What follows belongs to an exercise in optimizing a design on an open flow for small area, a short achievable clock period and few clock cycles per item; a production flow would make more cautious choices.
At most, simulation tests tie the RTL to the original design; equivalence was not proved.
No activity file was given, so power comes from the tool's default toggle rates.

== oak ==
==> flow/design.v (excerpt) <==
module pulse_width_autobaud_detector
#(
    parameter int NUM_BINS   = 20,
    parameter int WIDTH_BITS = 16
)
(
    input  logic                 clk,
    input  logic                 rst_n,
    input  logic                 pulse_valid,
    output logic                 pulse_ready,
    input  logic [OPCODE_W-1:0]  pulse_opcode,
    input  logic [PULSE_W-1:0]   pulse_width,
    output logic                 result_valid,
    input  logic                 result_ready,
    output logic [OUTCOME_W-1:0] result_outcome,
    output logic [BIN_W-1:0]     result_bin_index,
    output logic [DIV_W-1:0]     result_divisor,
    output logic                 result_engaged,
    input  logic                 cfg_we,
    input  logic [CFG_IDX_W-1:0] cfg_index,
    input  logic [CFG_DAT_W-1:0] cfg_data
);
Size in the first run: about 330 flip-flops, ~70 I/O pins, about 23000 µm² of cells after synthesis.
Settings: LEC_CHECK=0, ABC_CLOCK_PERIOD_IN_PS=5000, CAP_MARGIN=20, CORE_MARGIN=2, CORE_UTILIZATION=50, SETUP_SLACK_MARGIN=2.0, SLEW_MARGIN=20; clock period 5.5 ns.
run.sh (not shown) runs the stock make flow with config.mk's settings and CLKGATE_MAP_FILE= SYNTH_SCRIPT=/design/flow/synth_recipe.tcl, a recipe that flattens the netlist after the stock synthesis.
oak: flow completed, timing, DRC and antenna clean
Testbench counts of oak, summed over its fixed seeds: cycles 12,908, items 12,800.
Input changes introduced in pine (baseline for comparison: oak):
diff --git a/flow/config.mk b/flow/config.mk
--- a/flow/config.mk
+++ b/flow/config.mk
@@ -6,5 +6,5 @@
 export NUM_CORES = 4
 export LEC_CHECK = 0
-export ABC_CLOCK_PERIOD_IN_PS = 5000
+export ABC_CLOCK_PERIOD_IN_PS = 3500
 export CAP_MARGIN = 20
 export CORE_MARGIN = 2
## What came out
- Area added between synthesis and finish came out exactly the same in oak and pine.
- From pine to oak, final max-slew violation count did not move at all.
- As far as final worst-path cycle share goes, oak and pine are indistinguishable; the numbers are identical.
[inputs] birch vs pine
diff --git a/flow/config.mk b/flow/config.mk
--- a/flow/config.mk
+++ b/flow/config.mk
@@ -6,8 +6,8 @@
 export NUM_CORES = 4
 export LEC_CHECK = 0
-export ABC_CLOCK_PERIOD_IN_PS = 3500
+export ABC_CLOCK_PERIOD_IN_PS = 3200
 export CAP_MARGIN = 20
 export CORE_MARGIN = 2
 export CORE_UTILIZATION = 50
-export SETUP_SLACK_MARGIN = 2.0
+export SETUP_SLACK_MARGIN = 2.4
 export SLEW_MARGIN = 20
Results
- birch ends up with a setup slack that is 56 ps lower than in pine.
- Clock share of power: birch vs pine down 1.5 points
- birch vs. pine: area added between synthesis and finish went up by 3.6 points.
- Fraction of power consumed by sequential logic for birch is higher than for pine.
- Share of flip-flops with an asynchronous set or reset essentially unchanged between birch and pine.
- Sequential share of layout area: birch and pine compared, lower one is birch
- The timing endpoint of the critical path comes out hi3_d[17]$_SDFFCE_PP0N_ in one run and hi3_d[16]$_SDFFCE_PP1N_ in the other, namely in birch and pine respectively.
- Looking at number of gates resized after cts across birch and pine, the one that comes out higher is birch.
- Pin count of the biggest net entering global routing in birch is 7 above pine.

========
build 5:
pulse_width_autobaud_detector, a different RTL version from the one above (not shown whole).
Size in the first run: about 2,600 cells after synthesis, roughly 240 flip-flops, ~20,000 sq um of cells after synthesis.
clock: 5.5 ns
lec_check: 0
abc_area: 1
cap_margin: 20
core_margin: 2
core_utilization: 50
setup_slack_margin: 2.5
slew_margin: 20
Build 5 has completed all stages; timing, DRC and antenna checks passed.
Testbench counts of build 5, summed over its fixed seeds: cycles 12,873, items 12,800.
Changes in build 49 relative to build 5:
diff --git a/flow/config.mk b/flow/config.mk
--- a/flow/config.mk
+++ b/flow/config.mk
@@ -9 +9 @@
-export CAP_MARGIN = 20
+export CAP_MARGIN = 5
@@ -13 +13 @@
-export SLEW_MARGIN = 20
+export SLEW_MARGIN = 5
[summary]
- The final layout from build 49, which completed every stage, passed the timing, design-rule and antenna checks at the end of the flow.
- Delta (build 49 minus build 5): critical path depth level, cell area power density now sits at about the same level.
- From build 5 to build 49 the numbers moved as follows: actual transition at the worst max-transition pin stayed essentially flat; cell internal power dissipation stayed essentially flat.
- Diff build 49..build 5 | sequential share of layout area | unchanged
> inputs changed (build 49 -> build 32)
diff --git a/flow/config.mk b/flow/config.mk
--- a/flow/config.mk
+++ b/flow/config.mk
@@ -9 +9 @@
-export CAP_MARGIN = 5
+export CAP_MARGIN = 20
@@ -12,2 +12,2 @@
-export SETUP_SLACK_MARGIN = 2.5
-export SLEW_MARGIN = 5
+export SETUP_SLACK_MARGIN = 2.3
+export SLEW_MARGIN = 20
## What came out
[compare] base=build 49 new=build 32: cell count along the critical path down 11; worst setup slack after layout shrank by 240 ps; part of the total power dissipated in the clock network increased 1.6 points; routed wire length saw little to no change.
#### Input delta (build 81 over build 32)
diff --git a/flow/config.mk b/flow/config.mk
--- a/flow/config.mk
+++ b/flow/config.mk
@@ -11,2 +11,2 @@
-export CORE_UTILIZATION = 50
-export SETUP_SLACK_MARGIN = 2.3
+export CORE_UTILIZATION = 40
+export SETUP_SLACK_MARGIN = 2.5
==> summary.txt <==
The final layout from build 32, which completed every stage, passed the timing, design-rule and antenna checks at the end of the flow. Build 81 ended with every stage complete and zero timing, DRC or antenna violations. Build 81 ended with more via count of the first global-routing pass than build 32. Taking build 32 as the reference point, the fraction of the core area covered by cells at the end of the flow of build 81 falls by 11 points. Looking at die height across build 32 and build 81, the one that comes out lower is build 32. For number of gates resized after cts, dividing the value from build 81 by the value from build 32 gives 1.9. Combinational power in build 81 is about 4% above build 32. Between build 32 and build 81, the cell count went up.

========
## old
pulse_width_autobaud_detector, a different RTL version from the one above (not shown whole).
Size in the first run: roughly 2,500 cells after synthesis, ~20,000 µm² of cells after synthesis.
clock: 5.5 ns
lec_check: 0
abc_area: 1
cap_margin: 20
core_margin: 2
core_utilization: 50
setup_slack_margin: 2.7
slew_margin: 20
> inputs changed (old -> new)
-- flow/config.mk --
<<< old, line 10
export CORE_MARGIN = 2
export CORE_UTILIZATION = 50
export SETUP_SLACK_MARGIN = 2.7
export SLEW_MARGIN = 20
>>> new, line 10
export CORE_MARGIN = 2
export CORE_UTILIZATION = 50
export SETUP_SLACK_MARGIN = 2.5
export SLEW_MARGIN = 20
## What came out
- | total via count in the routed design | new vs old | better |
- Against old, new comes in 0.97 points lower on met3 usage.
- Status: fraction of power consumed by sequential logic parity (new, old)
- NOTE count of non-CTS buffers in the layout old->new decreased by more than 10%
- In the metrics for old and new, the one carrying the lower final critical delay including setup and external delays is old.
- Row number of gates given a new drive strength after cts: new lower / old higher
- old → new: transition at the pin with the smallest max-transition slack has increased, switching power share of the total has decreased, count of non-filler cells in the finished layout has decreased.
No functional check of the RTL was part of any run of this note.

========
pulse_width_autobaud_detector, a different RTL version from the one above (not shown whole).
Size: about 2600 cells after synthesis, ~70 I/O pins, roughly 21000 um2 of cells after synthesis.
Settings: LEC_CHECK=0, ABC_AREA=1, CAP_MARGIN=20, CORE_MARGIN=2, CORE_UTILIZATION=50, SETUP_SLACK_MARGIN=2.0, SLEW_MARGIN=20; clock period 5.5 ns.
Testbench counts at the start, summed over its fixed seeds: cycles 12,910, items 12,800.
Next try:
- ABC_AREA: 1 -> default
=> Worst setup slack degrades by 0.10 ns. Wire length went down by 3.2%. Combinational power went up by 54%. Core utilization went up by 4.1 points.

========
Another version of the RTL of pulse_width_autobaud_detector (not shown whole).
Size in the first run: ~340 flip-flops, about 26000 sq um of cells after synthesis.
make LEC_CHECK=0 ABC_CLOCK_PERIOD_IN_PS=3500 CAP_MARGIN=20 CORE_MARGIN=2 CORE_UTILIZATION=50 SETUP_SLACK_MARGIN=1.5 SLEW_MARGIN=20 finish   # period 5.5 ns
The first run completed with no timing, DRC or antenna violations.
Change:
Settings changed: ABC_CLOCK_PERIOD_IN_PS 3500 to 2800, SETUP_SLACK_MARGIN 1.5 to 2.5.
Effect: Clock power barely changes; setup slack stays flat; global-route usage went up by 2.3 points; power goes up by roughly a tenth; sequential cell count stays the same; synthesized area stays the same; die area does not change; design area goes up by roughly a tenth; register-to-register slack hardly moves; worst hold slack stays flat.
No functional check of the RTL was part of any run of this note.

==> static timing again, ports no longer ideal <==
No port has a modelled driver above. Below, the same layouts with a new extraction and two added sets of constraints. Step 1 (the two cells are an assumption about what drives the block):
set clk [get_ports {clk}]
set_driving_cell -lib_cell sky130_fd_sc_hd__clkbuf_16 $clk
set_driving_cell -lib_cell sky130_fd_sc_hd__buf_2 [delete_from_list [all_inputs] $clk]
Step 2 moves the port delays by t, midway between the first and last clock arrival at a register: inputs arrive t later, outputs are due t later. That takes back most of the time a late clock gives input paths. Three values: no drivers, after step 1, after step 2; two values: the first two.
run | t (ns) | setup WS [ns] | slew at the worst register clock pin (ns)
oak | 0.581 | 1.849 / 1.849 / 1.458 | 0.07 / 0.07
pine | 0.581 | 1.849 / 1.849 / 1.458 | 0.07 / 0.07
birch | 0.577 | 1.793 / 1.793 / 1.760 | 0.07 / 0.07
build 5 | 0.628 | 2.579 / 2.565 / 1.984 | 0.07 / 0.07
build 49 | 0.628 | 2.579 / 2.565 / 1.984 | 0.07 / 0.07
build 32 | 0.626 | 2.340 / 2.282 / 1.809 | 0.07 / 0.07
build 81 | 0.653 | 2.573 / 2.536 / 1.912 | 0.07 / 0.07
old | 0.637 | 2.613 / 2.570 / 2.013 | 0.07 / 0.07
new | 0.626 | 2.517 / 2.521 / 1.899 | 0.07 / 0.07
the first run of note 4 | 0.599 | 2.122 / 2.122 / 1.652 | 0.07 / 0.07
the second run of note 4 | 0.605 | 2.020 / 1.996 / 1.404 | 0.06 / 0.06
the first run of note 5 | 0.621 | 1.438 / 1.438 / 1.090 | 0.07 / 0.07
the second run of note 5 | 0.623 | 1.435 / 1.435 / 1.435 | 0.07 / 0.07
After both steps every run listed still meets setup and hold. For build 81, which loses most, drivers alone change the setup slack by -0.037 ns; drivers and shift together by -0.661 ns.
